This is an optimization exercise on Yosys and OpenROAD, whose aim is small area, not a production implementation. Where RTL was checked, it was by simulation tests only, not by an equivalence proof against the original. No functional check of the RTL was part of runs 1 to 3. Power is estimated from default activity; no workload was simulated.

**flow/flow/run.sh**
```bash
#!/bin/bash
# Layout of alu_seq: the standard flow (standard.sh, all steps unchanged), with the port
# buffers that global placement inserts on every input and output made of the smallest buffer
# cell, sky130_fd_sc_hd__buf_1, in place of the flow's default choice. Each tool's output is kept
# in a log of its own here; ORFS also keeps per-step logs under orfs/logs.
set -euo pipefail
export BUFFER_PORTS_ARGS="-buffer_cell sky130_fd_sc_hd__buf_1"
export CTS_ARGS="-repair_clock_nets -dont_use_dummy_load -buf_list {sky130_fd_sc_hd__clkbuf_4 sky130_fd_sc_hd__clkbuf_8} -root_buf sky130_fd_sc_hd__clkbuf_8"
bash standard.sh > standard.log 2>&1
```
**flow/standard.sh**
```bash
#!/bin/bash
# synth_recipe.tcl (not shown) runs the flow's synth.tcl, then flattens the netlist and writes it again
# the make line also repeats each setting of config.mk as NAME=value (left out here)
make -C /OpenROAD-flow-scripts/flow DESIGN_CONFIG=/design/flow/config.mk WORK_HOME=/design/flow/orfs CLKGATE_MAP_FILE= SYNTH_SCRIPT=/design/flow/synth_recipe.tcl "${@:-finish}"
```
**flow/config.mk**
```make
export PLATFORM = sky130hd
export DESIGN_NAME = alu_seq
export DESIGN_NICKNAME = alu_seq
export VERILOG_FILES = /design/flow/design.v
export SDC_FILE = /design/flow/constraint.sdc
export NUM_CORES = 4
export LEC_CHECK = 0
export CAP_MARGIN = 20
export CORE_MARGIN = 2
export CORE_UTILIZATION = 40
export SLEW_MARGIN = 20
export SYNTH_HIERARCHICAL = 1
```
**flow/constraint.sdc**
```tcl
create_clock -name core_clock -period 10.0 [get_ports {clk}]
set_input_delay 2.0000 -clock core_clock [delete_from_list [all_inputs] [get_ports {clk}]]
set_output_delay 2.0000 -clock core_clock [all_outputs]
set_load 0.01 [all_outputs]
```
**flow/design.v**
```verilog
`default_nettype none
package diablo_alu_pkg;
  localparam int ALU_OP_W = 4;
  typedef enum logic [ALU_OP_W-1:0] {
    ALU_ADD  = 4'd0,
    ALU_SUB  = 4'd1,
    ALU_AND  = 4'd2,
    ALU_OR   = 4'd3,
    ALU_XOR  = 4'd4,
    ALU_SLL  = 4'd5,
    ALU_SRL  = 4'd6,
    ALU_SRA  = 4'd7,
    ALU_SLT  = 4'd8,
    ALU_SLTU = 4'd9,
    ALU_MUL  = 4'd10,
    ALU_DIV  = 4'd11,
    ALU_DIVU = 4'd12,
    ALU_REM  = 4'd13,
    ALU_REMU = 4'd14
  } alu_op_e;
  typedef enum logic [1:0] {
    ST_IDLE = 2'd0,
    ST_BUSY = 2'd1,
    ST_DONE = 2'd2
  } alu_state_e;
  function automatic logic op_is_iter(input alu_op_e op);
    case (op)
      diablo_alu_pkg::ALU_MUL, diablo_alu_pkg::ALU_DIVU, diablo_alu_pkg::ALU_REMU: op_is_iter = 1'b1;
      diablo_alu_pkg::ALU_DIV, diablo_alu_pkg::ALU_REM: op_is_iter = 1'b1;
      default:                     op_is_iter = 1'b0;
    endcase
  endfunction
endpackage
`default_nettype wire
`default_nettype none
module alu_fa (
  input  logic i_a,
  input  logic i_b,
  input  logic i_c,
  output logic o_s,
  output logic o_c
);
  assign o_s = i_a ^ i_b ^ i_c;
  assign o_c = (i_a & i_b) | (i_a & i_c) | (i_b & i_c);
endmodule
module alu_muldiv_iter
#(
  parameter int XLEN = 64
) (
  input  logic [XLEN-1:0] i_acc,
  input  logic            i_bitin,
  input  logic [XLEN-1:0] i_b,
  input  logic            i_c1,
  input  logic            i_c0,
  input  logic            i_y64,
  input  logic            i_cin,
  output logic [XLEN:0]   o_sum
);
  logic [XLEN:0] x, y, s0, c0, pa;
  logic [7:0] bc;
  assign x = {i_acc, i_bitin};
  always_comb for (int i = 0; i < XLEN; i++) y[i] = i_b[i] ? i_c1 : i_c0;
  assign y[XLEN] = i_y64;
  assign bc[0] = i_cin;
  alu_fa u_fa0 (.i_a(x[0]), .i_b(y[0]), .i_c(bc[0]), .o_s(s0[0]), .o_c(c0[0]));
  alu_fa u_fa1 (.i_a(x[1]), .i_b(y[1]), .i_c(c0[0]), .o_s(s0[1]), .o_c(c0[1]));
  alu_fa u_fa2 (.i_a(x[2]), .i_b(y[2]), .i_c(c0[1]), .o_s(s0[2]), .o_c(c0[2]));
  alu_fa u_fa3 (.i_a(x[3]), .i_b(y[3]), .i_c(c0[2]), .o_s(s0[3]), .o_c(c0[3]));
  alu_fa u_fa4 (.i_a(x[4]), .i_b(y[4]), .i_c(c0[3]), .o_s(s0[4]), .o_c(c0[4]));
  alu_fa u_fa5 (.i_a(x[5]), .i_b(y[5]), .i_c(c0[4]), .o_s(s0[5]), .o_c(c0[5]));
  alu_fa u_fa6 (.i_a(x[6]), .i_b(y[6]), .i_c(c0[5]), .o_s(s0[6]), .o_c(c0[6]));
  alu_fa u_fa7 (.i_a(x[7]), .i_b(y[7]), .i_c(c0[6]), .o_s(s0[7]), .o_c(c0[7]));
  alu_fa u_fa8 (.i_a(x[8]), .i_b(y[8]), .i_c(c0[7]), .o_s(s0[8]), .o_c(c0[8]));
  assign o_sum[8:0] = s0[8:0];
  assign bc[1] = c0[8];
  assign s0[9] = x[9] ^ y[9];
  assign c0[9] = x[9] & y[9];
  alu_fa u_fa10 (.i_a(x[10]), .i_b(y[10]), .i_c(c0[9]), .o_s(s0[10]), .o_c(c0[10]));
  alu_fa u_fa11 (.i_a(x[11]), .i_b(y[11]), .i_c(c0[10]), .o_s(s0[11]), .o_c(c0[11]));
  alu_fa u_fa12 (.i_a(x[12]), .i_b(y[12]), .i_c(c0[11]), .o_s(s0[12]), .o_c(c0[12]));
  alu_fa u_fa13 (.i_a(x[13]), .i_b(y[13]), .i_c(c0[12]), .o_s(s0[13]), .o_c(c0[13]));
  alu_fa u_fa14 (.i_a(x[14]), .i_b(y[14]), .i_c(c0[13]), .o_s(s0[14]), .o_c(c0[14]));
  alu_fa u_fa15 (.i_a(x[15]), .i_b(y[15]), .i_c(c0[14]), .o_s(s0[15]), .o_c(c0[15]));
  alu_fa u_fa16 (.i_a(x[16]), .i_b(y[16]), .i_c(c0[15]), .o_s(s0[16]), .o_c(c0[16]));
  alu_fa u_fa17 (.i_a(x[17]), .i_b(y[17]), .i_c(c0[16]), .o_s(s0[17]), .o_c(c0[17]));
  alu_fa u_fa18 (.i_a(x[18]), .i_b(y[18]), .i_c(c0[17]), .o_s(s0[18]), .o_c(c0[18]));
  assign pa[9] = s0[9];
  assign o_sum[9] = s0[9] ^ bc[1];
  assign pa[10] = pa[9] & s0[10];
  assign o_sum[10] = s0[10] ^ (bc[1] & pa[9]);
  assign pa[11] = pa[10] & s0[11];
  assign o_sum[11] = s0[11] ^ (bc[1] & pa[10]);
  assign pa[12] = pa[11] & s0[12];
  assign o_sum[12] = s0[12] ^ (bc[1] & pa[11]);
  assign pa[13] = pa[12] & s0[13];
  assign o_sum[13] = s0[13] ^ (bc[1] & pa[12]);
  assign pa[14] = pa[13] & s0[14];
  assign o_sum[14] = s0[14] ^ (bc[1] & pa[13]);
  assign pa[15] = pa[14] & s0[15];
  assign o_sum[15] = s0[15] ^ (bc[1] & pa[14]);
  assign pa[16] = pa[15] & s0[16];
  assign o_sum[16] = s0[16] ^ (bc[1] & pa[15]);
  assign pa[17] = pa[16] & s0[17];
  assign o_sum[17] = s0[17] ^ (bc[1] & pa[16]);
  assign pa[18] = pa[17] & s0[18];
  assign o_sum[18] = s0[18] ^ (bc[1] & pa[17]);
  assign bc[2] = c0[18] | (bc[1] & pa[18]);
  assign s0[19] = x[19] ^ y[19];
  assign c0[19] = x[19] & y[19];
  alu_fa u_fa20 (.i_a(x[20]), .i_b(y[20]), .i_c(c0[19]), .o_s(s0[20]), .o_c(c0[20]));
  alu_fa u_fa21 (.i_a(x[21]), .i_b(y[21]), .i_c(c0[20]), .o_s(s0[21]), .o_c(c0[21]));
  alu_fa u_fa22 (.i_a(x[22]), .i_b(y[22]), .i_c(c0[21]), .o_s(s0[22]), .o_c(c0[22]));
  alu_fa u_fa23 (.i_a(x[23]), .i_b(y[23]), .i_c(c0[22]), .o_s(s0[23]), .o_c(c0[23]));
  alu_fa u_fa24 (.i_a(x[24]), .i_b(y[24]), .i_c(c0[23]), .o_s(s0[24]), .o_c(c0[24]));
  alu_fa u_fa25 (.i_a(x[25]), .i_b(y[25]), .i_c(c0[24]), .o_s(s0[25]), .o_c(c0[25]));
  alu_fa u_fa26 (.i_a(x[26]), .i_b(y[26]), .i_c(c0[25]), .o_s(s0[26]), .o_c(c0[26]));
  alu_fa u_fa27 (.i_a(x[27]), .i_b(y[27]), .i_c(c0[26]), .o_s(s0[27]), .o_c(c0[27]));
  alu_fa u_fa28 (.i_a(x[28]), .i_b(y[28]), .i_c(c0[27]), .o_s(s0[28]), .o_c(c0[28]));
  assign pa[19] = s0[19];
  assign o_sum[19] = s0[19] ^ bc[2];
  assign pa[20] = pa[19] & s0[20];
  assign o_sum[20] = s0[20] ^ (bc[2] & pa[19]);
  assign pa[21] = pa[20] & s0[21];
  assign o_sum[21] = s0[21] ^ (bc[2] & pa[20]);
  assign pa[22] = pa[21] & s0[22];
  assign o_sum[22] = s0[22] ^ (bc[2] & pa[21]);
  assign pa[23] = pa[22] & s0[23];
  assign o_sum[23] = s0[23] ^ (bc[2] & pa[22]);
  assign pa[24] = pa[23] & s0[24];
  assign o_sum[24] = s0[24] ^ (bc[2] & pa[23]);
  assign pa[25] = pa[24] & s0[25];
  assign o_sum[25] = s0[25] ^ (bc[2] & pa[24]);
  assign pa[26] = pa[25] & s0[26];
  assign o_sum[26] = s0[26] ^ (bc[2] & pa[25]);
  assign pa[27] = pa[26] & s0[27];
  assign o_sum[27] = s0[27] ^ (bc[2] & pa[26]);
  assign pa[28] = pa[27] & s0[28];
  assign o_sum[28] = s0[28] ^ (bc[2] & pa[27]);
  assign bc[3] = c0[28] | (bc[2] & pa[28]);
  assign s0[29] = x[29] ^ y[29];
  assign c0[29] = x[29] & y[29];
  alu_fa u_fa30 (.i_a(x[30]), .i_b(y[30]), .i_c(c0[29]), .o_s(s0[30]), .o_c(c0[30]));
  alu_fa u_fa31 (.i_a(x[31]), .i_b(y[31]), .i_c(c0[30]), .o_s(s0[31]), .o_c(c0[31]));
  alu_fa u_fa32 (.i_a(x[32]), .i_b(y[32]), .i_c(c0[31]), .o_s(s0[32]), .o_c(c0[32]));
  alu_fa u_fa33 (.i_a(x[33]), .i_b(y[33]), .i_c(c0[32]), .o_s(s0[33]), .o_c(c0[33]));
  alu_fa u_fa34 (.i_a(x[34]), .i_b(y[34]), .i_c(c0[33]), .o_s(s0[34]), .o_c(c0[34]));
  alu_fa u_fa35 (.i_a(x[35]), .i_b(y[35]), .i_c(c0[34]), .o_s(s0[35]), .o_c(c0[35]));
  alu_fa u_fa36 (.i_a(x[36]), .i_b(y[36]), .i_c(c0[35]), .o_s(s0[36]), .o_c(c0[36]));
  alu_fa u_fa37 (.i_a(x[37]), .i_b(y[37]), .i_c(c0[36]), .o_s(s0[37]), .o_c(c0[37]));
  alu_fa u_fa38 (.i_a(x[38]), .i_b(y[38]), .i_c(c0[37]), .o_s(s0[38]), .o_c(c0[38]));
  assign pa[29] = s0[29];
  assign o_sum[29] = s0[29] ^ bc[3];
  assign pa[30] = pa[29] & s0[30];
  assign o_sum[30] = s0[30] ^ (bc[3] & pa[29]);
  assign pa[31] = pa[30] & s0[31];
  assign o_sum[31] = s0[31] ^ (bc[3] & pa[30]);
  assign pa[32] = pa[31] & s0[32];
  assign o_sum[32] = s0[32] ^ (bc[3] & pa[31]);
  assign pa[33] = pa[32] & s0[33];
  assign o_sum[33] = s0[33] ^ (bc[3] & pa[32]);
  assign pa[34] = pa[33] & s0[34];
  assign o_sum[34] = s0[34] ^ (bc[3] & pa[33]);
  assign pa[35] = pa[34] & s0[35];
  assign o_sum[35] = s0[35] ^ (bc[3] & pa[34]);
  assign pa[36] = pa[35] & s0[36];
  assign o_sum[36] = s0[36] ^ (bc[3] & pa[35]);
  assign pa[37] = pa[36] & s0[37];
  assign o_sum[37] = s0[37] ^ (bc[3] & pa[36]);
  assign pa[38] = pa[37] & s0[38];
  assign o_sum[38] = s0[38] ^ (bc[3] & pa[37]);
  assign bc[4] = c0[38] | (bc[3] & pa[38]);
  assign s0[39] = x[39] ^ y[39];
  assign c0[39] = x[39] & y[39];
  alu_fa u_fa40 (.i_a(x[40]), .i_b(y[40]), .i_c(c0[39]), .o_s(s0[40]), .o_c(c0[40]));
  alu_fa u_fa41 (.i_a(x[41]), .i_b(y[41]), .i_c(c0[40]), .o_s(s0[41]), .o_c(c0[41]));
  alu_fa u_fa42 (.i_a(x[42]), .i_b(y[42]), .i_c(c0[41]), .o_s(s0[42]), .o_c(c0[42]));
  alu_fa u_fa43 (.i_a(x[43]), .i_b(y[43]), .i_c(c0[42]), .o_s(s0[43]), .o_c(c0[43]));
  alu_fa u_fa44 (.i_a(x[44]), .i_b(y[44]), .i_c(c0[43]), .o_s(s0[44]), .o_c(c0[44]));
  alu_fa u_fa45 (.i_a(x[45]), .i_b(y[45]), .i_c(c0[44]), .o_s(s0[45]), .o_c(c0[45]));
  alu_fa u_fa46 (.i_a(x[46]), .i_b(y[46]), .i_c(c0[45]), .o_s(s0[46]), .o_c(c0[46]));
  alu_fa u_fa47 (.i_a(x[47]), .i_b(y[47]), .i_c(c0[46]), .o_s(s0[47]), .o_c(c0[47]));
  assign pa[39] = s0[39];
  assign o_sum[39] = s0[39] ^ bc[4];
  assign pa[40] = pa[39] & s0[40];
  assign o_sum[40] = s0[40] ^ (bc[4] & pa[39]);
  assign pa[41] = pa[40] & s0[41];
  assign o_sum[41] = s0[41] ^ (bc[4] & pa[40]);
  assign pa[42] = pa[41] & s0[42];
  assign o_sum[42] = s0[42] ^ (bc[4] & pa[41]);
  assign pa[43] = pa[42] & s0[43];
  assign o_sum[43] = s0[43] ^ (bc[4] & pa[42]);
  assign pa[44] = pa[43] & s0[44];
  assign o_sum[44] = s0[44] ^ (bc[4] & pa[43]);
  assign pa[45] = pa[44] & s0[45];
  assign o_sum[45] = s0[45] ^ (bc[4] & pa[44]);
  assign pa[46] = pa[45] & s0[46];
  assign o_sum[46] = s0[46] ^ (bc[4] & pa[45]);
  assign pa[47] = pa[46] & s0[47];
  assign o_sum[47] = s0[47] ^ (bc[4] & pa[46]);
  assign bc[5] = c0[47] | (bc[4] & pa[47]);
  assign s0[48] = x[48] ^ y[48];
  assign c0[48] = x[48] & y[48];
  alu_fa u_fa49 (.i_a(x[49]), .i_b(y[49]), .i_c(c0[48]), .o_s(s0[49]), .o_c(c0[49]));
  alu_fa u_fa50 (.i_a(x[50]), .i_b(y[50]), .i_c(c0[49]), .o_s(s0[50]), .o_c(c0[50]));
  alu_fa u_fa51 (.i_a(x[51]), .i_b(y[51]), .i_c(c0[50]), .o_s(s0[51]), .o_c(c0[51]));
  alu_fa u_fa52 (.i_a(x[52]), .i_b(y[52]), .i_c(c0[51]), .o_s(s0[52]), .o_c(c0[52]));
  alu_fa u_fa53 (.i_a(x[53]), .i_b(y[53]), .i_c(c0[52]), .o_s(s0[53]), .o_c(c0[53]));
  alu_fa u_fa54 (.i_a(x[54]), .i_b(y[54]), .i_c(c0[53]), .o_s(s0[54]), .o_c(c0[54]));
  alu_fa u_fa55 (.i_a(x[55]), .i_b(y[55]), .i_c(c0[54]), .o_s(s0[55]), .o_c(c0[55]));
  alu_fa u_fa56 (.i_a(x[56]), .i_b(y[56]), .i_c(c0[55]), .o_s(s0[56]), .o_c(c0[56]));
  assign pa[48] = s0[48];
  assign o_sum[48] = s0[48] ^ bc[5];
  assign pa[49] = pa[48] & s0[49];
  assign o_sum[49] = s0[49] ^ (bc[5] & pa[48]);
  assign pa[50] = pa[49] & s0[50];
  assign o_sum[50] = s0[50] ^ (bc[5] & pa[49]);
  assign pa[51] = pa[50] & s0[51];
  assign o_sum[51] = s0[51] ^ (bc[5] & pa[50]);
  assign pa[52] = pa[51] & s0[52];
  assign o_sum[52] = s0[52] ^ (bc[5] & pa[51]);
  assign pa[53] = pa[52] & s0[53];
  assign o_sum[53] = s0[53] ^ (bc[5] & pa[52]);
  assign pa[54] = pa[53] & s0[54];
  assign o_sum[54] = s0[54] ^ (bc[5] & pa[53]);
  assign pa[55] = pa[54] & s0[55];
  assign o_sum[55] = s0[55] ^ (bc[5] & pa[54]);
  assign pa[56] = pa[55] & s0[56];
  assign o_sum[56] = s0[56] ^ (bc[5] & pa[55]);
  assign bc[6] = c0[56] | (bc[5] & pa[56]);
  assign s0[57] = x[57] ^ y[57];
  assign c0[57] = x[57] & y[57];
  alu_fa u_fa58 (.i_a(x[58]), .i_b(y[58]), .i_c(c0[57]), .o_s(s0[58]), .o_c(c0[58]));
  alu_fa u_fa59 (.i_a(x[59]), .i_b(y[59]), .i_c(c0[58]), .o_s(s0[59]), .o_c(c0[59]));
  alu_fa u_fa60 (.i_a(x[60]), .i_b(y[60]), .i_c(c0[59]), .o_s(s0[60]), .o_c(c0[60]));
  alu_fa u_fa61 (.i_a(x[61]), .i_b(y[61]), .i_c(c0[60]), .o_s(s0[61]), .o_c(c0[61]));
  alu_fa u_fa62 (.i_a(x[62]), .i_b(y[62]), .i_c(c0[61]), .o_s(s0[62]), .o_c(c0[62]));
  alu_fa u_fa63 (.i_a(x[63]), .i_b(y[63]), .i_c(c0[62]), .o_s(s0[63]), .o_c(c0[63]));
  alu_fa u_fa64 (.i_a(x[64]), .i_b(y[64]), .i_c(c0[63]), .o_s(s0[64]), .o_c(c0[64]));
  assign pa[57] = s0[57];
  assign o_sum[57] = s0[57] ^ bc[6];
  assign pa[58] = pa[57] & s0[58];
  assign o_sum[58] = s0[58] ^ (bc[6] & pa[57]);
  assign pa[59] = pa[58] & s0[59];
  assign o_sum[59] = s0[59] ^ (bc[6] & pa[58]);
  assign pa[60] = pa[59] & s0[60];
  assign o_sum[60] = s0[60] ^ (bc[6] & pa[59]);
  assign pa[61] = pa[60] & s0[61];
  assign o_sum[61] = s0[61] ^ (bc[6] & pa[60]);
  assign pa[62] = pa[61] & s0[62];
  assign o_sum[62] = s0[62] ^ (bc[6] & pa[61]);
  assign pa[63] = pa[62] & s0[63];
  assign o_sum[63] = s0[63] ^ (bc[6] & pa[62]);
  assign pa[64] = pa[63] & s0[64];
  assign o_sum[64] = s0[64] ^ (bc[6] & pa[63]);
  assign bc[7] = c0[64] | (bc[6] & pa[64]);
endmodule
`default_nettype wire
`default_nettype none
module alu_seq
#(
  parameter int XLEN = 64
) (
  input  logic            clk,
  input  logic            rst_n,
  input  logic            in_valid,
  output logic            in_ready,
  input  logic [diablo_alu_pkg::ALU_OP_W-1:0] in_op,
  input  logic [XLEN-1:0] in_a,
  input  logic [XLEN-1:0] in_b,
  output logic            out_valid,
  input  logic            out_ready,
  output logic [XLEN-1:0] out_result,
  output logic            out_err
);
  localparam int SHW = $clog2(XLEN);
  localparam logic [1:0] S_PRE = 2'd0, S_P0 = 2'd1, S_P1 = 2'd2, S_P2 = 2'd3;
  logic            r_ov;
  logic [1:0]      r_st;
  logic [SHW-1:0]  r_k;
  logic            r_abit;
  logic            r_lt;
  logic            r_pbit;
  logic [XLEN-1:0] r_acc;
  logic [XLEN-1:0] r_q;
  logic            r_psgn;
  logic            r_f1;
  logic            r_f2;
  logic [3:0]      r_op;
  diablo_alu_pkg::alu_op_e w_op;
  logic w_p0, w_p1, w_p2, w_first, w_lastk, w_last, w_done;
  logic w_add, w_sub_op, w_logic, w_shift, w_mul, w_cmp, w_isdiv, w_two;
  logic w_signed, w_rem, w_sa, w_bn, w_negq, w_e, w_e63, w_sub, w_bk, w_diff, w_lt, w_lbit;
  logic [SHW-1:0]  w_kn;
  logic            w_knl, w_hold;
  logic            w_bitin, w_yen, w_yinv, w_y64, w_cin;
  logic [XLEN:0]   w_sum;
  assign w_op     = diablo_alu_pkg::alu_op_e'(r_op);
  assign w_add    = (w_op == diablo_alu_pkg::ALU_ADD);
  assign w_sub_op = (w_op == diablo_alu_pkg::ALU_SUB);
  assign w_logic  = (w_op == diablo_alu_pkg::ALU_AND) || (w_op == diablo_alu_pkg::ALU_OR) ||
                    (w_op == diablo_alu_pkg::ALU_XOR);
  assign w_shift  = (w_op == diablo_alu_pkg::ALU_SLL) || (w_op == diablo_alu_pkg::ALU_SRL) ||
                    (w_op == diablo_alu_pkg::ALU_SRA);
  assign w_cmp    = (w_op == diablo_alu_pkg::ALU_SLT) || (w_op == diablo_alu_pkg::ALU_SLTU);
  assign w_mul    = (w_op == diablo_alu_pkg::ALU_MUL);
  assign w_isdiv  = diablo_alu_pkg::op_is_iter(w_op) && !w_mul;
  assign w_two    = w_logic || w_cmp || w_shift;
  assign w_signed = (w_op == diablo_alu_pkg::ALU_DIV) || (w_op == diablo_alu_pkg::ALU_REM);
  assign w_rem    = (w_op == diablo_alu_pkg::ALU_REM) || (w_op == diablo_alu_pkg::ALU_REMU);
  assign w_sa     = w_signed && in_a[XLEN-1];
  assign w_bn     = w_signed && in_b[XLEN-1];
  assign w_p0     = (r_st == S_P0);
  assign w_p1     = (r_st == S_P1);
  assign w_p2     = (r_st == S_P2);
  assign w_first  = (r_k == SHW'(XLEN-1));
  assign w_lastk  = (r_k == '0);
  assign w_last   = w_p2 || (w_p1 && w_two) || (w_p0 && !w_two && !w_isdiv);
  assign w_done   = w_last && w_lastk;
  assign in_ready = !r_ov && (w_done || !in_valid);
  assign out_valid  = r_ov;
  assign out_result = r_acc;
  assign out_err    = (r_op == 4'd15);
  assign w_kn  = (r_st == S_PRE) ? SHW'(XLEN-1) : (r_k - 1'b1);
  assign w_knl = (w_kn < in_b[SHW-1:0]);
  always_ff @(posedge clk) begin
    r_abit <= ((in_op == 4'd6 || in_op == 4'd7) && w_knl) ? ((in_op == 4'd7) && in_a[XLEN-1]) : in_a[w_kn];
    r_lt   <= w_knl;
  end
  assign w_bk   = r_acc[XLEN-1];
  assign w_diff = r_abit ^ w_bk;
  always_comb begin
    case (w_op)
      diablo_alu_pkg::ALU_AND: w_lbit = r_abit & w_bk;
      diablo_alu_pkg::ALU_OR:  w_lbit = r_abit | w_bk;
      default:                 w_lbit = w_diff;
    endcase
  end
  assign w_lt = (r_f1 && !w_first) ? r_f2
              : (w_diff && ((w_first && w_op == diablo_alu_pkg::ALU_SLT) ? r_abit : w_bk));
  assign w_e63  = ((&r_acc) && r_psgn) || (r_f2 && r_pbit);
  assign w_e    = w_sa && (w_first ? w_e63 : r_f2);
  assign w_negq = (w_sa ^ w_bn) && !r_f1;
  assign w_sub  = w_p1 ? !r_psgn : w_sa;
  always_comb begin
    w_bitin = 1'b0;
    w_yen   = 1'b0;
    w_yinv  = 1'b0;
    w_y64   = 1'b0;
    w_cin   = 1'b0;
    case (r_st)
      S_P0: begin
        if (w_add || w_sub_op || w_shift) w_bitin = r_abit;
        if (w_add || w_sub_op || w_logic || w_cmp) w_yen = w_lastk;
        if (w_sub_op) begin
          w_yinv = w_lastk;
          w_cin  = w_lastk;
        end
        if (w_mul) w_yen = r_abit;
      end
      S_P1: begin
        if (w_shift && w_op != diablo_alu_pkg::ALU_SLL) w_bitin = r_acc[XLEN-1];
        if (w_logic) w_bitin = w_lbit;
        if (w_cmp)   w_bitin = w_lastk && w_lt;
        if (w_isdiv) begin
          w_bitin = r_abit ^ w_sa;
          w_yen   = 1'b1;
          w_yinv  = w_sub ^ w_bn;
          w_cin   = w_sub ^ w_bn;
          w_y64   = w_sub;
        end
      end
      S_P2: begin
        if (!w_rem) begin
          w_bitin = r_q[XLEN-1] ^ w_negq;
          w_cin   = w_lastk && (w_e ^ w_negq);
        end else begin
          w_bitin = !w_e && (r_acc[XLEN-1] ^ w_sa);
          w_yen   = w_lastk && !w_e && r_psgn;
          w_yinv  = w_lastk && !w_e && r_psgn && (w_sa ^ w_bn);
          w_cin   = w_lastk && !w_e && r_psgn && (w_sa ^ w_bn);
        end
      end
      default: ;
    endcase
  end
  alu_muldiv_iter #(
    .XLEN (XLEN)
  ) u_dp (
    .i_acc  (r_acc),
    .i_bitin(w_bitin),
    .i_b    (in_b),
    .i_c1   (w_yen ^ w_yinv),
    .i_c0   (w_yinv),
    .i_y64  (w_y64),
    .i_cin  (w_cin),
    .o_sum  (w_sum)
  );
  always_ff @(posedge clk or negedge rst_n) begin
    if (!rst_n) begin
      r_ov <= 1'b0;
      r_st <= S_PRE;
    end else begin
      if (r_ov) begin
        if (out_ready) r_ov <= 1'b0;
      end else if (in_valid && w_done) begin
        r_ov <= 1'b1;
      end
      if (r_ov || !in_valid || w_done)    r_st <= S_PRE;
      else if (r_st == S_PRE || w_lastk)  r_st <= r_st + 1'b1;
    end
  end
  always_ff @(posedge clk) begin
    r_k    <= w_kn;
    r_pbit <= w_bitin;
    r_q    <= {r_q[XLEN-2:0], !w_sum[XLEN]};
    if (w_p0) r_psgn <= 1'b0;
    if (w_p1) r_psgn <= w_sum[XLEN];
  end
  assign w_hold = w_p1 && w_shift && ((w_op == diablo_alu_pkg::ALU_SLL) ? !r_lt : r_lt);
  always_ff @(posedge clk) begin
    if (!r_ov && !w_hold) r_acc <= w_sum[XLEN-1:0];
    if (!r_ov && r_st == S_PRE) r_op <= in_op;
  end
  always_ff @(posedge clk) begin
    if (w_p1) begin
      if (w_isdiv) begin
        if (w_first) r_f1 <= !w_sum[XLEN];
        r_f2 <= !w_first && (((&r_acc) && r_psgn) || (r_f2 && r_pbit));
      end else begin
        r_f1 <= (r_f1 && !w_first) || w_diff;
        r_f2 <= w_lt;
      end
    end else if (w_p2 && w_first) begin
      r_f2 <= w_e63;
    end
  end
endmodule
`default_nettype wire
```
==> results.json, run 1 <==
{
  "run_status": "timing/DRC/antenna clean",
  "r2r_setup_slack_ps": 1440,
  "number_of_port_buffers": 202,
  "timing.final.max_slew_violations": 0,
  "cpPeakStageDelay_ps": 600,
  "dr_wl_met3_mm": 1.553,
  "postSynthNetCount": 941,
  "power.clock.fraction": 0.139,
  "first_global_vias": 6199,
  "max_cap_violations": 0,
  "fp-row-count": 54,
  "r2r_cells": 27,
  "postCtsSetupBuffers": 0,
  "synth_edf_count": 71,
  "crit_path_end": "r_f1",
  "finalSetupTns_ps": 0,
  "met2_length_mm": 9.825,
  "critPathArrivalTime_ps": 9250,
  "wire_per_inst_microns": 17.93,
  "drive_gt1_frac": 0.1305,
  "ioPinCount": 203,
  "worst-path-max-fanout": 23,
  "grt_use_total": 0.1840,
  "std_cell_core_area_sq_um": 21620,
  "syn-cell-area_sq_um": 8740,
  "area_of_the_die_sq_um": 23050,
  "drt-vias-per-instance": 5.314,
  "worstSetupStartpoint": "in_a[63]",
  "worst_setup_hold_path_clk_slew_ps": 90,
  "share_of_flip_flops_with_an_asynchronous_set_or_reset": 0.02041,
  "preCtsSetupSlack_ps": 413.2,
  "ctsHoldBuffers": 0,
  "critical_path_s_top_delay_family": "adder cells",
  "critical_path_required_ps": 10190,
  "timing_worst_slew_pin_value_ps": 897.0,
  "hold_viol": 0,
  "postLayoutSetupSlackWorst_ps": 944.9,
  "synthDistinctLibCells": 78,
  "critical_path.endpoint_type": "flip-flop",
  "final_util": 0.4601,
  "slew_limit_headroom": 0.4020,
  "drt_iter0_drc": 325,
  "pwr-share-comb": 0.392,
  "r2r-start": "r_k[0]",
  "place_congestion": 0.8563,
  "min_path_type": "reg2reg",
  "wl_mm": 21.23,
  "synth_seq_cells": 147,
  "pwr-share-seq": 0.469,
  "crit_path_cell_trace": "buf_1 > nand3_1 > or4_4 > a31o_1 > and2_2 > mux2_2 > ha_1 > fa_1 > fa_1 > fa_1 > fa_1 > fa_1 > fa_1 > fa_1 > fa_1 > fa_1 > nand3_1 > nor3_1 > o31a_2 > a31oi_4 > nor3b_2 > xor2_1 > inv_1 > o22a_1",
  "cts_inserted_buffers": 17,
  "critical_path_depth": 24,
  "grt_pass1_wl_mm": 33.54,
  "dieWidth_microns": 151.8,
  "drtPass1Iterations": 5,
  "fin_crit_ps": 9055,
  "antenna_violations_before_repair": 2,
  "tritoncts_clock_tree": "built",
  "worst_ir_drop_vdd_mv": 0.09911,
  "cts.htree.levels": 4,
  "count_of_final_setup_violators": 0,
  "antenna-diode-count": 0,
  "synthesis.yosys.warnings": 9,
  "most_used_cell_along_the_critical_path": "sky130_fd_sc_hd__fa_1",
  "cts_root_buf": "sky130_fd_sc_hd__clkbuf_8",
  "grt_max_degree": 65,
  "clkLatencyLatePin_ps": 440,
  "netSwitchingPower_uw": 978.2,
  "yosysSeqAreaShare": 0.4198,
  "yosys.area.top_type_share": 0.2440,
  "via_count": 6292,
  "worstSetupPathType": "in2reg",
  "syn2layout_area_growth_pct": 13.83,
  "syn_avg_cell_area_sq_um": 12.14,
  "remaining_drc_errors": 0,
  "netlist.top_cell.by_area": "sky130_fd_sc_hd__edfxtp_1",
  "fmax_ghz": 0.1104,
  "hpwl_mm": 16.15,
  "route.antenna.remaining_nets": 0,
  "synthCells": 720,
  "finalCritPeriodShare": 0.9055,
  "timing.critical_path.buf_inv": 2,
  "cellInternalPower_uw": 1482,
  "worst_hold_slack_ps": 308.0,
  "total_power_uw": 2461,
  "final_net_count": 1127,
  "cellPowerDensity_nw_per_um2": 247.3,
  "floorplan.initialDensity": 0.4042,
  "worst_clock_skew_ps": 27.93,
  "cpMaxStageDelayCell": "sky130_fd_sc_hd__or4_4",
  "cts_resized": 0,
  "sw_frac_of_total": 0.3976,
  "r2r-end": "r_f1",
  "global_route.overflow_total": 0,
  "setup_repair_after_global_routing_missed_its_margin": "false",
  "yosys_most_used_dff": "sky130_fd_sc_hd__dfxtp_1",
  "dr.max_layer_used": "met5",
  "worst_case_clock_buffer_depth": 2,
  "m1WireLength_mm": 9.490,
  "chipHeight_microns": 151.8,
  "power.static_leakage_uw": 0.004053,
  "cts_sinks": 147,
  "worstSetupStartpointType": "input pin",
  "synth_top_cells_by_area": "sky130_fd_sc_hd__edfxtp_1 (24%), sky130_fd_sc_hd__dfxtp_1 (17%), sky130_fd_sc_hd__fa_1 (14%)"
}
layer usage:
metal / global-route usage / vias to the layer above
li1: - / 2978
met1: 0.2575 / 3052
met2: 0.2866 / 235
met3: 0.04535 / 23
met4: 0.05029 / 4
met5: 0 / -
per-module statistics from Yosys, one instance, submodules excluded, excerpt:
module / flops+latches / copies in the design / cells inside / cell area [sq um]
alu_fa: 0 / 59 / 1 / 20.02
alu_seq: 147 / 1 / 430 / 5585
state kept, by name, indices dropped and copies added (netlist names):
signal,count
r_lt,1
r_q,64
r_f2,1
r_ov,1
r_f1,1
r_st,2
r_op,4
r_psgn,1
r_abit,1
r_acc,64
r_pbit,1
r_k,6
layout by cell type (no fill, tap or decap), types with 10 or more instances in the layout:
master                     count
sky130_fd_sc_hd__a211oi_1     12
sky130_fd_sc_hd__o22ai_1      11
sky130_fd_sc_hd__xnor2_1      38
sky130_fd_sc_hd__ha_1         26
sky130_fd_sc_hd__dfxtp_1      73
sky130_fd_sc_hd__edfxtp_1     71
sky130_fd_sc_hd__xor2_1       20
sky130_fd_sc_hd__and3_1       10
sky130_fd_sc_hd__nand2_1      44
sky130_fd_sc_hd__clkbuf_8     17
sky130_fd_sc_hd__a21oi_1      11
sky130_fd_sc_hd__inv_1        25
sky130_fd_sc_hd__nand3_1      29
sky130_fd_sc_hd__nor2_1       20
sky130_fd_sc_hd__nand4_1      26
sky130_fd_sc_hd__mux2_2       68
sky130_fd_sc_hd__buf_1       202
sky130_fd_sc_hd__fa_1         59
metrics by stage:
step           instance area (sq um)  instances
3_3_place_gp                    9714       1167
6_report                        9948       1184
3_5_place_dp                    9714       1167
5_1_grt                         9948       1184
2_1_floorplan                   8740        720
4_1_cts                         9948       1184
final cells by class:
class / count / area (sq um)
Fill cell: 2080 / 11670
Inverter: 28 / 105.1
Timing Repair Buffer: 208 / 803.3
Multi-Input combinational cell: 504 / 4787
Sequential cell: 147 / 3669
Clock buffer: 17 / 234.0
Tap cell: 280 / 350.3
how the worst min path moves through the flow:
stage,startpoint,end,slack (ps),cells after the start
6_report,r_q[11],r_q[12],310,0
4_1_cts,r_q[11],r_q[12],310,0
2_1_floorplan,r_q[9],r_q[10],310,0
3_3_place_gp,r_q[2],r_q[3],310,0
3_5_place_dp,r_q[23],r_q[24],310,0
5_1_grt,r_q[39],r_q[40],310,0
cell usage after synthesis, types with 7 or more instances:
library cell                n
sky130_fd_sc_hd__dfxtp_1   73
sky130_fd_sc_hd__edfxtp_1  71
sky130_fd_sc_hd__mux2_2    68
sky130_fd_sc_hd__fa_1      59
sky130_fd_sc_hd__nand2_1   44
sky130_fd_sc_hd__xnor2_1   38
sky130_fd_sc_hd__nand3_1   29
sky130_fd_sc_hd__ha_1      26
sky130_fd_sc_hd__nand4_1   26
sky130_fd_sc_hd__inv_1     25
sky130_fd_sc_hd__clkbuf_1  23
sky130_fd_sc_hd__nor2_1    20
sky130_fd_sc_hd__xor2_1    20
sky130_fd_sc_hd__a211oi_1  12
sky130_fd_sc_hd__a21oi_1   11
sky130_fd_sc_hd__buf_4     11
sky130_fd_sc_hd__o22ai_1   11
sky130_fd_sc_hd__and3_1    10
sky130_fd_sc_hd__and3b_1    9
sky130_fd_sc_hd__and2_1     8
sky130_fd_sc_hd__nor2b_1    7
logic make-up after synthesis:
logic type	count (synthesis)	share of synthesized area
AND/OR/NAND/NOR	190	0.1234
flip-flops	147	0.4198
AO/OA/AOI/OAI	96	0.08805
adder cells (fa/ha/maj)	85	0.1724
multiplexers	74	0.1004
buffers and inverters	69	0.03608
XOR/XNOR	59	0.05999
power by group through the flow:
stage	Clock, uW	Combinational, uW	Sequential [uW]
5_1_grt	380	1060	1200
3_3_place_gp	0	951	1170
2_1_floorplan	0	673	1120
3_5_place_dp	0	958	1160
6_report	342	964	1150
4_1_cts	355	968	1160
==> inputs of run 2 (changes only) <==
--- a/flow/flow/run.sh
+++ b/flow/flow/run.sh
@@ -7,3 +7,3 @@
 export BUFFER_PORTS_ARGS="-buffer_cell sky130_fd_sc_hd__buf_1"
-export CTS_ARGS="-repair_clock_nets -dont_use_dummy_load -buf_list {sky130_fd_sc_hd__clkbuf_4 sky130_fd_sc_hd__clkbuf_8} -root_buf sky130_fd_sc_hd__clkbuf_8"
+export CTS_ARGS="-sink_clustering_enable -repair_clock_nets -dont_use_dummy_load -buf_list {sky130_fd_sc_hd__clkbuf_4 sky130_fd_sc_hd__clkbuf_8} -root_buf sky130_fd_sc_hd__clkbuf_8 -sink_clustering_size 12 -sink_clustering_max_diameter 60"
 bash standard.sh > standard.log 2>&1
==> run 2 against run 1 <==
Effect of this change:
- still clean on timing, DRC and antenna
- worst setup slack did not move
- clock power about the same
- cell count is the same
- hold slack unchanged
- via count unchanged
- clock-buffer cell count is the same
- design area did not move
- largest cell class unchanged
==> results.json, run 2 <==
{
  "r2r_setup_slack_ps": 1440,
  "cts_resized": 0,
  "grt_use_total": 0.1840,
  "cts_sinks": 147,
  "worst_case_clock_buffer_depth": 2,
  "pwr-share-comb": 0.392,
  "syn2layout_area_growth_pct": 13.83,
  "reg_top3": "r_acc: 64 flops, r_q: 64 flops, r_k: 6 flops",
  "critical_path_s_top_delay_family": "adder cells",
  "hold_viol": 0,
  "critical_path.endpoint_type": "flip-flop",
  "worst_ir_drop_vdd_mv": 0.09911,
  "std_cell_core_area_sq_um": 21620,
  "setup_repair_after_global_routing_missed_its_margin": "false",
  "place_congestion": 0.8563,
  "timing.final.max_slew_violations": 0,
  "largest_family_of_logic_cells_by_synthesized_area": "adder cells",
  "postSynthNetCount": 941,
  "ctsHoldBuffers": 0,
  "synth_seq_cells": 147,
  "count_of_final_setup_violators": 0,
  "synth_xor_xnor_area_share": 0.05999,
  "postCtsSetupBuffers": 0,
  "worstSetupStartpointType": "input pin",
  "synthDistinctLibCells": 78,
  "cellPowerDensity_nw_per_um2": 247.3,
  "synth_adder_area_share": 0.1724,
  "cts_inserted_buffers": 17,
  "final_net_count": 1127,
  "fin_crit_ps": 9055,
  "antenna-diode-count": 0,
  "via_count": 6292,
  "worstSetupPathType": "in2reg",
  "grt_pass1_wl_mm": 33.54,
  "chipHeight_microns": 151.8,
  "most_used_cell_along_the_critical_path": "sky130_fd_sc_hd__fa_1",
  "wire_per_inst_microns": 17.93,
  "mostFrequentLayoutCells": "sky130_fd_sc_hd__buf_1 (202), sky130_fd_sc_hd__dfxtp_1 (73), sky130_fd_sc_hd__edfxtp_1 (71)",
  "worst_setup_hold_path_clk_slew_ps": 90,
  "max_cap_violations": 0,
  "drt_iter0_drc": 325,
  "floorplan.initialDensity": 0.4042,
  "share_of_flip_flops_with_an_asynchronous_set_or_reset": 0.02041,
  "drive_gt1_frac": 0.1305,
  "synthCells": 720,
  "drtPass1Iterations": 5,
  "drt-vias-per-instance": 5.314,
  "slew_limit_headroom": 0.4020,
  "cts.htree.levels": 4,
  "worst_clock_skew_ps": 27.93,
  "critPathArrivalTime_ps": 9250,
  "place_area_sq_um": 9714,
  "synth_edf_count": 71,
  "total_power_uw": 2461,
  "dieWidth_microns": 151.8,
  "design_area_sq_um": 9948,
  "tritoncts_clock_tree": "built",
  "global_route.overflow_total": 0,
  "area_of_the_die_sq_um": 23050,
  "cpPeakStageDelay_ps": 600,
  "cellInternalPower_uw": 1482,
  "finalSetupTns_ps": 0,
  "power.clock.fraction": 0.139,
  "clkLatencyLatePin_ps": 440,
  "synthesis.yosys.warnings": 9,
  "antenna_violations_before_repair": 2,
  "netlist.top_cell.by_area": "sky130_fd_sc_hd__edfxtp_1",
  "cts_root_buf": "sky130_fd_sc_hd__clkbuf_8",
  "yosys.area_share.simple": 0.1234,
  "run_status": "timing/DRC/antenna clean",
  "route.antenna.remaining_nets": 0,
  "syn_avg_cell_area_sq_um": 12.14,
  "syn-cell-area_sq_um": 8740,
  "synth_mux_area_frac": 0.1004,
  "post-synth-top-count-cell": "sky130_fd_sc_hd__dfxtp_1",
  "cpMaxStageDelayCell": "sky130_fd_sc_hd__or4_4",
  "yosys.area.top_type_share": 0.2440,
  "netSwitchingPower_uw": 978.2,
  "remaining_drc_errors": 0,
  "sw_frac_of_total": 0.3976,
  "synth_top_cells_by_count": "sky130_fd_sc_hd__dfxtp_1 (73), sky130_fd_sc_hd__edfxtp_1 (71), sky130_fd_sc_hd__mux2_2 (68), sky130_fd_sc_hd__fa_1 (59), sky130_fd_sc_hd__nand2_1 (44)",
  "fp-row-count": 54,
  "timing.critical_path.buf_inv": 2,
  "first_global_vias": 6199,
  "critical_path_required_ps": 10190,
  "worst-path-max-fanout": 23,
  "yosysSeqAreaShare": 0.4198,
  "pwr-share-seq": 0.469,
  "final-instance-count-excl-fill": 1184,
  "wl_mm": 21.23,
  "power.static_leakage_uw": 0.004053,
  "crit_path_cell_trace": "buf_1 > nand3_1 > or4_4 > a31o_1 > and2_2 > mux2_2 > ha_1 > fa_1 > fa_1 > fa_1 > fa_1 > fa_1 > fa_1 > fa_1 > fa_1 > fa_1 > nand3_1 > nor3_1 > o31a_2 > a31oi_4 > nor3b_2 > xor2_1 > inv_1 > o22a_1",
  "grt_max_degree": 65,
  "number_of_port_buffers": 202,
  "synth_compound_gate_area_share": 0.08805,
  "most_common_library_cell_in_the_layout_ignoring_fill_and_taps": "sky130_fd_sc_hd__buf_1",
  "finalCritPeriodShare": 0.9055,
  "yosys_most_used_dff": "sky130_fd_sc_hd__dfxtp_1",
  "ioPinCount": 203,
  "hpwl_mm": 16.15,
  "min_path_type": "reg2reg",
  "fmax_ghz": 0.1104,
  "synth_top_cells_by_area": "sky130_fd_sc_hd__edfxtp_1 (24%), sky130_fd_sc_hd__dfxtp_1 (17%), sky130_fd_sc_hd__fa_1 (14%)",
  "placedCellCount": 1167,
  "timing_worst_slew_pin_value_ps": 897.0
}
-- run 2: cell counts after synthesis --
No cell type changed its count.
-- run 2: cell type report --
type / instances / area [sq um]
Multi-Input combinational cell: 504 / 4787
Inverter: 28 / 105.1
Clock buffer: 17 / 234.0
Tap cell: 280 / 350.3
Sequential cell: 147 / 3669
Fill cell: 2080 / 11670
Timing Repair Buffer: 208 / 803.3
-- run 2: final timing paths --
| path | startpoint | to | cells past startpoint |
|---|---|---|---|
| setup / recovery | in_a[63] | r_f1 | 24 |
| hold / removal | r_q[11] | r_q[12] | 0 |
| setup reg to reg | r_k[0] | r_f1 | 27 |
| hold reg to reg | r_q[11] | r_q[12] | 0 |
| max in group asynchronous | rst_n | r_st[1] | 1 |
| min in group asynchronous | rst_n | r_ov | 1 |
-- run 2: per-stage QoR --
step / setup slack (ps) / hold WS (ps) / util
after floorplan: 1022 / 309.6 / -
after global placement: 591.5 / 310.3 / 0.4493
after detailed placement: 413.2 / 312.1 / 0.4493
after CTS: 920.4 / 311.7 / 0.4601
after global routing: 559.3 / 306.0 / 0.4601
final: 944.9 / 308.0 / 0.4601
-- run 2: power groups by stage --
stage | Sequential, uW | Clock, uW | Combinational (uW)
after floorplan | 1120 | 0 | 673
after global placement | 1170 | 0 | 951
after detailed placement | 1160 | 0 | 958
after CTS | 1160 | 355 | 968
after global routing | 1200 | 380 | 1060
final | 1150 | 342 | 964
-- run 2: worst reg2reg max path: cells and delay by family, from the launching register on --
| family | cells | cell delay, ps |
|---|---|---|
| xor+xnor | 1 | 150 |
| simple gates | 7 | 1320 |
| fa+ha+maj | 11 | 4170 |
| mux | 1 | 320 |
| compound gates | 5 | 990 |
| flops | 1 | 860 |
| buf+inv | 2 | 540 |
-- run 2: layer usage --
layer  vias to the layer above  share of wire  track usage
met5                         -         0.0012            0
met4                         4          0.016      0.05029
met3                        23          0.073      0.04535
met2                       235           0.46       0.2866
met1                      3052           0.45       0.2575
li1                       2978              -            -
-- run 2: kinds of logic (layout without fill, tap and decap cells) --
kind of cell	after synthesis	count (layout)
simple gates	190	190
compound gates	96	96
xor+xnor	59	59
buf+inv	69	253
fa+ha+maj	85	85
mux	74	74
flops	147	147
-- run 2: per-module statistics from Yosys (local to each module, per instance), a selection --
| module | times used | cells inside | flops+latches |
|---|---|---|---|
| alu_seq | 1 | 430 | 147 |
| alu_fa | 59 | 1 | 0 |
==> inputs of run 3 (changes only) <==
--- a/flow/flow/run.sh
+++ b/flow/flow/run.sh
@@ -7,3 +7,3 @@
 export BUFFER_PORTS_ARGS="-buffer_cell sky130_fd_sc_hd__buf_1"
-export CTS_ARGS="-sink_clustering_enable -repair_clock_nets -dont_use_dummy_load -buf_list {sky130_fd_sc_hd__clkbuf_4 sky130_fd_sc_hd__clkbuf_8} -root_buf sky130_fd_sc_hd__clkbuf_8 -sink_clustering_size 12 -sink_clustering_max_diameter 60"
+export CTS_ARGS="-sink_clustering_enable -sink_clustering_levels 1 -repair_clock_nets -dont_use_dummy_load -buf_list {sky130_fd_sc_hd__clkbuf_4 sky130_fd_sc_hd__clkbuf_8 sky130_fd_sc_hd__clkbuf_16} -root_buf sky130_fd_sc_hd__clkbuf_8 -sink_clustering_size 30 -sink_clustering_max_diameter 150"
 bash standard.sh > standard.log 2>&1
==> run 3 against run 2 <==
Effect of this change:
- maximum frequency increased by 0.89%
- worst setup slack better by 80 ps
- wire length about the same
- die area unchanged
- clock-buffer cell count unchanged
- sequential power barely moved
- total power grew 6.2%
- first-iteration DRC count rose by 3.4%
- utilization up 0.83 points
==> results.json, run 3 <==
{
  "crit_path_cell_trace": "buf_1 > nand3_1 > or4_4 > a31o_1 > and2_2 > mux2_2 > ha_1 > fa_1 > fa_1 > fa_1 > fa_1 > fa_1 > fa_1 > fa_1 > fa_1 > fa_1 > nand3_1 > nor3_1 > o31a_2 > a31oi_4 > nor3b_2 > xor2_1 > inv_1 > o22a_1",
  "grt_use_total": 0.1848,
  "max_cap_violations": 0,
  "cpPeakStageDelay_ps": 600,
  "most_used_cell_along_the_critical_path": "sky130_fd_sc_hd__fa_1",
  "worstSetupPathType": "in2reg",
  "reg_top3": "r_acc: 64 flops, r_q: 64 flops, r_k: 6 flops",
  "gr-usage-met2": 0.2861,
  "cts.htree.levels": 4,
  "min_path_type": "reg2reg",
  "remaining_drc_errors": 0,
  "grt_max_degree": 65,
  "postCtsSetupBuffers": 0,
  "cts_inserted_buffers": 17,
  "finalCritPeriodShare": 0.8975,
  "global_route.peak_usage_layer": "met2",
  "grtUsageMet1": 0.2579,
  "timing.final.max_slew_violations": 0,
  "cellInternalPower_uw": 1615,
  "yosysSeqAreaShare": 0.4198,
  "cellPowerDensity_nw_per_um2": 258.1,
  "wl_mm": 21.23,
  "synthDistinctLibCells": 78,
  "synth_top_cells_by_area": "sky130_fd_sc_hd__edfxtp_1 (24%), sky130_fd_sc_hd__dfxtp_1 (17%), sky130_fd_sc_hd__fa_1 (14%)",
  "ioPinCount": 203,
  "cpMaxStageDelayCell": "sky130_fd_sc_hd__or4_4",
  "count_of_final_setup_violators": 0,
  "critPathArrivalTime_ps": 9250,
  "synth_top_cells_by_count": "sky130_fd_sc_hd__dfxtp_1 (73), sky130_fd_sc_hd__edfxtp_1 (71), sky130_fd_sc_hd__mux2_2 (68), sky130_fd_sc_hd__fa_1 (59), sky130_fd_sc_hd__nand2_1 (44)",
  "global_route.overflow_total": 0,
  "syn_avg_cell_area_sq_um": 12.14,
  "place_area_sq_um": 9714,
  "netlist.top_cell.by_area": "sky130_fd_sc_hd__edfxtp_1",
  "netSwitchingPower_uw": 998.6,
  "drt-vias-per-instance": 5.290,
  "fmax_ghz": 0.1114,
  "final-instance-count-excl-fill": 1184,
  "antenna-diode-count": 0,
  "std_cell_core_area_sq_um": 21620,
  "cts_sinks": 147,
  "synthCells": 720,
  "placedCellCount": 1167,
  "synth_seq_cells": 147,
  "postSynthNetCount": 941,
  "worst-path-max-fanout": 23,
  "sw_frac_of_total": 0.3820,
  "post-synth-top-count-cell": "sky130_fd_sc_hd__dfxtp_1",
  "drt_iter0_drc": 336,
  "syn-cell-area_sq_um": 8740,
  "clkLatencyLatePin_ps": 530,
  "setup_repair_after_global_routing_missed_its_margin": "false",
  "ctsHoldBuffers": 0,
  "worst_case_clock_buffer_depth": 2,
  "via_count": 6263,
  "mostFrequentLayoutCells": "sky130_fd_sc_hd__buf_1 (202), sky130_fd_sc_hd__dfxtp_1 (73), sky130_fd_sc_hd__edfxtp_1 (71)",
  "worst_hold_slack_ps": 315.0,
  "number_of_port_buffers": 202,
  "area_of_the_die_sq_um": 23050,
  "route.antenna.remaining_nets": 0,
  "hold_viol": 0,
  "fp-row-count": 54,
  "first_global_vias": 6179,
  "synth_edf_count": 71,
  "yosys.area.top_type_share": 0.2440,
  "worst_setup_hold_path_clk_slew_ps": 60,
  "most_common_library_cell_in_the_layout_ignoring_fill_and_taps": "sky130_fd_sc_hd__buf_1",
  "cts_resized": 0,
  "final_net_count": 1127,
  "timing.critical_path.buf_inv": 2,
  "pwr-share-seq": 0.442,
  "drive_gt1_frac": 0.1305,
  "power.clock.fraction": 0.189,
  "slew_limit_headroom": 0.4037,
  "finalSetupTns_ps": 0,
  "antenna_violations_before_repair": 2,
  "run_status": "timing/DRC/antenna clean",
  "cts_root_buf": "sky130_fd_sc_hd__clkbuf_8",
  "power.static_leakage_uw": 0.004135,
  "yosys_most_used_dff": "sky130_fd_sc_hd__dfxtp_1",
  "worst_clock_skew_ps": 20.42,
  "chipHeight_microns": 151.8,
  "wire_per_inst_microns": 17.93,
  "grt_use_met3": 0.05134,
  "design_area_sq_um": 10130,
  "tritoncts_clock_tree": "built",
  "place_congestion": 0.8563,
  "hpwl_mm": 16.15,
  "total_power_uw": 2614,
  "pwr-share-comb": 0.369,
  "syn2layout_area_growth_pct": 15.89,
  "grt_pass1_wl_mm": 33.59,
  "worstSetupStartpointType": "input pin",
  "timing_worst_slew_pin_value_ps": 894.5,
  "critical_path_required_ps": 10270,
  "fin_crit_ps": 8975,
  "worst_ir_drop_vdd_mv": 0.1045,
  "synthesis.yosys.warnings": 9,
  "critical_path.endpoint_type": "flip-flop",
  "floorplan.initialDensity": 0.4042,
  "dieWidth_microns": 151.8,
  "critical_path_s_top_delay_family": "adder cells",
  "share_of_flip_flops_with_an_asynchronous_set_or_reset": 0.02041,
  "drtPass1Iterations": 5,
  "r2r_setup_slack_ps": 1430
}
## run 3: routing by layer
metal	vias to the layer above	wire, microns
li1	2981	-
met1	3031	9564
met2	229	9857
met3	18	1534
met4	4	244
met5	-	28
## run 3: logic make-up after synthesis
kind of cell / count (synthesis) / share of synthesized area
adder cells (fa/ha/maj): 85 / 0.1724
XOR/XNOR: 59 / 0.05999
buffers and inverters: 69 / 0.03608
multiplexers: 74 / 0.1004
flip-flops: 147 / 0.4198
AO/OA/AOI/OAI: 96 / 0.08805
AND/OR/NAND/NOR: 190 / 0.1234
## run 3: power by group through the flow
| stage | sequential, uW | combinational [uW] | clock [uW] |
|---|---|---|---|
| 2_1_floorplan | 1120 | 673 | 0 |
| 3_3_place_gp | 1170 | 951 | 0 |
| 3_5_place_dp | 1160 | 958 | 0 |
| 4_1_cts | 1160 | 968 | 510 |
| 5_1_grt | 1200 | 1060 | 535 |
| 6_report | 1160 | 964 | 495 |
## run 3: worst register-to-register path, stage by stage (launching register included)
cell,delay [ps]
sky130_fd_sc_hd__dfxtp_1,860
sky130_fd_sc_hd__clkinv_1,460
sky130_fd_sc_hd__ha_1,360
sky130_fd_sc_hd__or3b_1,250
sky130_fd_sc_hd__nor3_4,90
sky130_fd_sc_hd__nand2_1,90
sky130_fd_sc_hd__o22ai_1,90
sky130_fd_sc_hd__a31o_1,240
sky130_fd_sc_hd__and2_2,340
sky130_fd_sc_hd__mux2_2,320
sky130_fd_sc_hd__ha_1,190
sky130_fd_sc_hd__fa_1,380
sky130_fd_sc_hd__fa_1,390
sky130_fd_sc_hd__fa_1,390
sky130_fd_sc_hd__fa_1,380
sky130_fd_sc_hd__fa_1,390
sky130_fd_sc_hd__fa_1,390
sky130_fd_sc_hd__fa_1,390
sky130_fd_sc_hd__fa_1,390
sky130_fd_sc_hd__fa_1,530
sky130_fd_sc_hd__nand3_1,90
sky130_fd_sc_hd__nor3_1,240
sky130_fd_sc_hd__o31a_2,290
sky130_fd_sc_hd__a31oi_4,160
sky130_fd_sc_hd__nor3b_2,220
sky130_fd_sc_hd__xor2_1,150
sky130_fd_sc_hd__inv_1,80
sky130_fd_sc_hd__o22a_1,200
## run 3: Yosys stat by module, one instance, submodules excluded, excerpt
module | area [sq um] | flip-flops and latches
alu_fa | 20.02 | 0
alu_seq | 5585 | 147
## run 3: final timing paths
kind,from,end,depth (start not counted)
setup / recovery,in_a[63],r_f1,24
hold / removal,r_q[49],r_q[50],0
setup reg to reg,r_k[0],r_f1,27
hold reg to reg,r_q[49],r_q[50],0
max in group asynchronous,rst_n,r_ov,1
min in group asynchronous,rst_n,r_st[0],1
## run 3: per-stage QoR
step / setup slack [ps] / util
after floorplan: 1022 / -
after global placement: 591.5 / 0.4493
after detailed placement: 413.2 / 0.4493
after CTS: 1003 / 0.4685
after global routing: 644.9 / 0.4685
final: 1025 / 0.4685
## run 3: cell type report
class | count | area (sq um)
fillers | 2049 | 11490
multi-input cells | 504 | 4787
flip-flops and latches | 147 | 3669
repair buffers | 208 | 803.3
clock buffers | 17 | 414.1
well taps | 280 | 350.3
inverters | 28 | 105.1
==> inputs of run 4 (changes only) <==
--- a/flow/design.v
+++ b/flow/design.v
@@ -52,4 +52,4 @@
   input  logic [XLEN-1:0] i_b,
-  input  logic            i_c1,
-  input  logic            i_c0,
+  input  logic            i_c1n,
+  input  logic            i_c0n,
   input  logic            i_y64,
@@ -61,3 +61,3 @@
   assign x = {i_acc, i_bitin};
-  always_comb for (int i = 0; i < XLEN; i++) y[i] = i_b[i] ? i_c1 : i_c0;
+  always_comb for (int i = 0; i < XLEN; i++) y[i] = !(i_b[i] ? i_c1n : i_c0n);
   assign y[XLEN] = i_y64;
@@ -287,3 +287,3 @@
   logic            r_f2;
-  logic [3:0]      r_op;
+  logic            r_err;
   diablo_alu_pkg::alu_op_e w_op;
@@ -296,3 +296,3 @@
   logic [XLEN:0]   w_sum;
-  assign w_op     = diablo_alu_pkg::alu_op_e'(r_op);
+  assign w_op     = diablo_alu_pkg::alu_op_e'(in_op);
   assign w_add    = (w_op == diablo_alu_pkg::ALU_ADD);
@@ -321,3 +321,3 @@
   assign out_result = r_acc;
-  assign out_err    = (r_op == 4'd15);
+  assign out_err    = r_err;
   assign w_kn  = (r_st == S_PRE) ? SHW'(XLEN-1) : (r_k - 1'b1);
@@ -391,4 +391,4 @@
     .i_b    (in_b),
-    .i_c1   (w_yen ^ w_yinv),
-    .i_c0   (w_yinv),
+    .i_c1n  (!(w_yen ^ w_yinv)),
+    .i_c0n  (!w_yinv),
     .i_y64  (w_y64),
@@ -421,3 +421,3 @@
     if (!r_ov && !w_hold) r_acc <= w_sum[XLEN-1:0];
-    if (!r_ov && r_st == S_PRE) r_op <= in_op;
+    if (!r_ov) r_err <= (in_op == 4'd15);
   end
--- a/flow/flow/run.sh
+++ b/flow/flow/run.sh
@@ -7,3 +7,3 @@
 export BUFFER_PORTS_ARGS="-buffer_cell sky130_fd_sc_hd__buf_1"
-export CTS_ARGS="-sink_clustering_enable -sink_clustering_levels 1 -repair_clock_nets -dont_use_dummy_load -buf_list {sky130_fd_sc_hd__clkbuf_4 sky130_fd_sc_hd__clkbuf_8 sky130_fd_sc_hd__clkbuf_16} -root_buf sky130_fd_sc_hd__clkbuf_8 -sink_clustering_size 30 -sink_clustering_max_diameter 150"
+export CTS_ARGS="-sink_clustering_enable -repair_clock_nets -dont_use_dummy_load -buf_list {sky130_fd_sc_hd__clkbuf_4 sky130_fd_sc_hd__clkbuf_8} -root_buf sky130_fd_sc_hd__clkbuf_8 -sink_clustering_size 12 -sink_clustering_max_diameter 60"
 bash standard.sh > standard.log 2>&1
==> run 4 against run 3 <==
Effect of this change:
- still clean on timing, DRC and antenna
- clock-buffer cell count stayed put
- critical path depth is 1 higher
- sequential power is 5% lower
- worst setup slack worse by 420 ps
- flip-flop and latch count is 3 lower
- utilization is 0.13 points lower
- synthesized cell count is 2.9% higher
- via count is 2.5% higher
- hold slack worse by 14 ps
- total power is 11% lower
- combinational power is 7.7% lower
- critical path type unchanged
- largest power group unchanged
- highest routed layer is now met4
==> results.json, run 4 <==
{
  "run_status": "timing/DRC/antenna clean",
  "final.fill_count": 1996,
  "remaining_drc_errors": 0,
  "worstSetupPathType": "in2reg",
  "preCtsSetupSlack_ps": 179.2,
  "worst-path-max-fanout": 26,
  "fmax_ghz": 0.1064,
  "wire_per_inst_microns": 17.31,
  "worst_clock_skew_ps": 25.95,
  "most_used_cell_along_the_critical_path": "sky130_fd_sc_hd__fa_1",
  "max_cap_violations": 0,
  "place_congestion": 0.8652,
  "min_delay_path_depth": 0,
  "syn-cell-area_sq_um": 8573,
  "r2r-end": "r_acc[48]",
  "r2r_cells": 26,
  "finalCritPeriodShare": 0.9396,
  "postCtsSetupBuffers": 0,
  "slew_limit_headroom": 0.4225,
  "ctsHoldBuffers": 0,
  "r2r-start": "r_acc[14]",
  "syn2layout_area_growth_pct": 14.54,
  "wl_mm": 20.89,
  "first_global_vias": 6318,
  "dieWidth_microns": 150.4,
  "power.clock.fraction": 0.144,
  "dr.max_layer_used": "met4",
  "setup_repair_after_global_routing_missed_its_margin": "false",
  "share_of_flip_flops_with_an_asynchronous_set_or_reset": 0.02083,
  "syn_avg_cell_area_sq_um": 11.57,
  "netSwitchingPower_uw": 913.5,
  "cts_sinks": 144,
  "chipHeight_microns": 150.4,
  "hold_viol": 0,
  "drive_gt1_frac": 0.06438,
  "cts_inserted_buffers": 17,
  "antenna_violations_before_repair": 0,
  "fp-row-count": 53,
  "worstHoldStart": "r_q[36]",
  "antenna-diode-count": 0,
  "tritoncts_clock_tree": "built",
  "dr_wl_met3_mm": 1.540,
  "synth_top_cells_by_area": "sky130_fd_sc_hd__edfxtp_1 (24%), sky130_fd_sc_hd__dfxtp_1 (17%), sky130_fd_sc_hd__fa_1 (14%)",
  "yosys.area.top_type_share": 0.2382,
  "synth_top_cells_by_count": "sky130_fd_sc_hd__mux2i_1 (74), sky130_fd_sc_hd__dfxtp_1 (73), sky130_fd_sc_hd__edfxtp_1 (68), sky130_fd_sc_hd__fa_1 (59), sky130_fd_sc_hd__nand2_1 (58)",
  "post-synth-top-count-cell": "sky130_fd_sc_hd__mux2i_1",
  "synthCells": 741,
  "pwr-share-comb": 0.383,
  "cts.htree.levels": 4,
  "timing.final.max_slew_violations": 0,
  "mostFrequentLayoutCells": "sky130_fd_sc_hd__buf_1 (202), sky130_fd_sc_hd__mux2i_1 (74), sky130_fd_sc_hd__dfxtp_1 (73)",
  "drtPass1Iterations": 4,
  "ioPinCount": 203,
  "yosysSeqAreaShare": 0.4174,
  "critical_path.endpoint_type": "flip-flop",
  "met2_length_mm": 9.691,
  "final_net_count": 1155,
  "synthesis.yosys.warnings": 9,
  "placedCellCount": 1190,
  "synthDistinctLibCells": 75,
  "pwr-share-seq": 0.474,
  "postLayoutSetupSlackWorst_ps": 604.2,
  "synth_edf_count": 68,
  "global_route.overflow_total": 0,
  "critPathArrivalTime_ps": 9550,
  "finalSetupTns_ps": 0,
  "min_path_type": "reg2reg",
  "cpPeakStageDelay_ps": 530,
  "postSynthNetCount": 962,
  "critical_path_required_ps": 10150,
  "hpwl_mm": 16.14,
  "cellInternalPower_uw": 1412,
  "yosys_most_used_dff": "sky130_fd_sc_hd__dfxtp_1",
  "route.antenna.remaining_nets": 0,
  "drt-vias-per-instance": 5.319,
  "fin_crit_ps": 9396,
  "synth_seq_cells": 144,
  "final-instance-count-excl-fill": 1207,
  "drt_iter0_drc": 395,
  "final_util": 0.4671,
  "most_common_library_cell_in_the_layout_ignoring_fill_and_taps": "sky130_fd_sc_hd__buf_1",
  "worst_ir_drop_vdd_mv": 0.1346,
  "cellPowerDensity_nw_per_um2": 236.8,
  "timing_worst_slew_pin_value_ps": 866.3,
  "reg_top3": "r_acc: 64 flops, r_q: 64 flops, r_k: 6 flops",
  "grt_use_total": 0.1898,
  "std_cell_core_area_sq_um": 21020,
  "floorplan.initialDensity": 0.4078,
  "cts_resized": 0,
  "count_of_final_setup_violators": 0,
  "worstSetupStartpointType": "input pin",
  "cpMaxStageDelayCell": "sky130_fd_sc_hd__fa_1",
  "worst_case_clock_buffer_depth": 2,
  "m1WireLength_mm": 9.281,
  "hold_path_end": "r_q[37]",
  "number_of_port_buffers": 202,
  "grt_max_degree": 65,
  "via_count": 6420,
  "area_of_the_die_sq_um": 22620,
  "power.static_leakage_uw": 0.004042,
  "total_power_uw": 2326,
  "netlist.top_cell.by_area": "sky130_fd_sc_hd__edfxtp_1",
  "grt_pass1_wl_mm": 33.10,
  "sw_frac_of_total": 0.3928,
  "r2r_setup_slack_ps": 1550,
  "clkLatencyLatePin_ps": 440,
  "cts_root_buf": "sky130_fd_sc_hd__clkbuf_8",
  "worst_setup_hold_path_clk_slew_ps": 100
}
[run 4: critical path, delay by kind of cell]
kind / cells / cell delay, ps
mux: 1 / 120
fa+ha+maj: 11 / 4020
compound gates: 3 / 1020
simple gates: 8 / 1680
buf+inv: 2 / 680
[run 4: layout make-up]
type                    count  area [sq um]  share of cell area
inverters                  21         78.83            0.008028
flip-flops and latches    144          3578              0.3644
well taps                 275         344.1             0.03504
clock buffers              17         234.0             0.02383
repair buffers            215         855.8             0.08716
multi-input cells         535          4728              0.4815
[run 4: stage by stage]
step	hold WS (ps)	instance area (sq um)
after floorplan	309.6	8573
after global placement	311.1	9585
after detailed placement	312.1	9585
after CTS	311.0	9819
after global routing	318.3	9819
final	300.6	9819
[run 4: worst max path at each step]
| stage | from | endpoint | cells after the start |
|---|---|---|---|
| after floorplan | in_op[0] | r_f1 | 29 |
| after global placement | in_op[0] | r_acc[58] | 27 |
| after detailed placement | in_op[0] | r_acc[57] | 26 |
| after CTS | in_op[0] | r_acc[57] | 26 |
| after global routing | in_op[0] | r_acc[58] | 27 |
| final | in_op[0] | r_acc[48] | 25 |
[run 4: kinds of logic (layout without fill, tap and decap cells)]
group | Yosys count | after routing | synth area share
flops | 144 | 144 | 0.4174
simple gates | 202 | 202 | 0.1258
xor+xnor | 59 | 59 | 0.06115
mux | 80 | 80 | 0.09472
compound gates | 109 | 109 | 0.09092
fa+ha+maj | 85 | 85 | 0.1757
buf+inv | 62 | 253 | 0.03430
[run 4: per-module statistics from Yosys (local to each module, per instance), a selection]
module	cells inside	copies in the design
alu_seq	440	1
alu_fa	1	59
[run 4: layer usage]
layer  vias to the layer above  global-route usage
met5                         -                   0
met4                         0             0.06038
met3                        29             0.03909
met2                       251              0.3034
met1                      3085              0.2593
li1                       3055                   -
[run 4: power by group through the flow]
stage	logic (uW)	registers, uW	clock network [uW]
after floorplan	586	1100	0
after global placement	876	1120	0
after detailed placement	885	1110	0
after CTS	891	1110	348
after global routing	991	1140	373
final	890	1100	334

[afterwards: timing with drivers on the ports]
In the flow no input, the clock included, has a driving cell. The finished layouts below were timed again as built, in two steps.
Step 1 (the two cells are an assumption about what drives the block):
set clk [get_ports {clk}]
set_driving_cell -lib_cell sky130_fd_sc_hd__clkbuf_16 $clk
set_driving_cell -lib_cell sky130_fd_sc_hd__buf_2 [delete_from_list [all_inputs] $clk]
Step 2 times the ports against the registers' clock, not the clock port: input delays grow and output delays shrink by t, the midpoint of the rising clock arrivals with the driver on.
Three values: no drivers, after step 1, after step 2; two values: the first two.
| run | t, ns | setup WS [ns] | hold slack, ns | latest minus earliest clock arrival (ns) |
|---|---|---|---|---|
| run 1 | 0.467 | 0.945 / 0.958 / 0.491 | 0.308 / 0.308 / 0.308 | 0.028 / 0.028 |
| run 2 | 0.467 | 0.945 / 0.958 / 0.491 | 0.308 / 0.308 / 0.308 | 0.028 / 0.028 |
| run 3 | 0.557 | 1.025 / 1.038 / 0.481 | 0.315 / 0.315 / 0.315 | 0.020 / 0.020 |
| run 4 | 0.456 | 0.604 / 0.614 / 0.158 | 0.301 / 0.301 / 0.301 | 0.041 / 0.040 |
After both steps setup and hold are still met in every run listed. For run 3, which loses most, drivers alone change the setup slack by +0.013 ns; drivers and shift together by -0.544 ns.
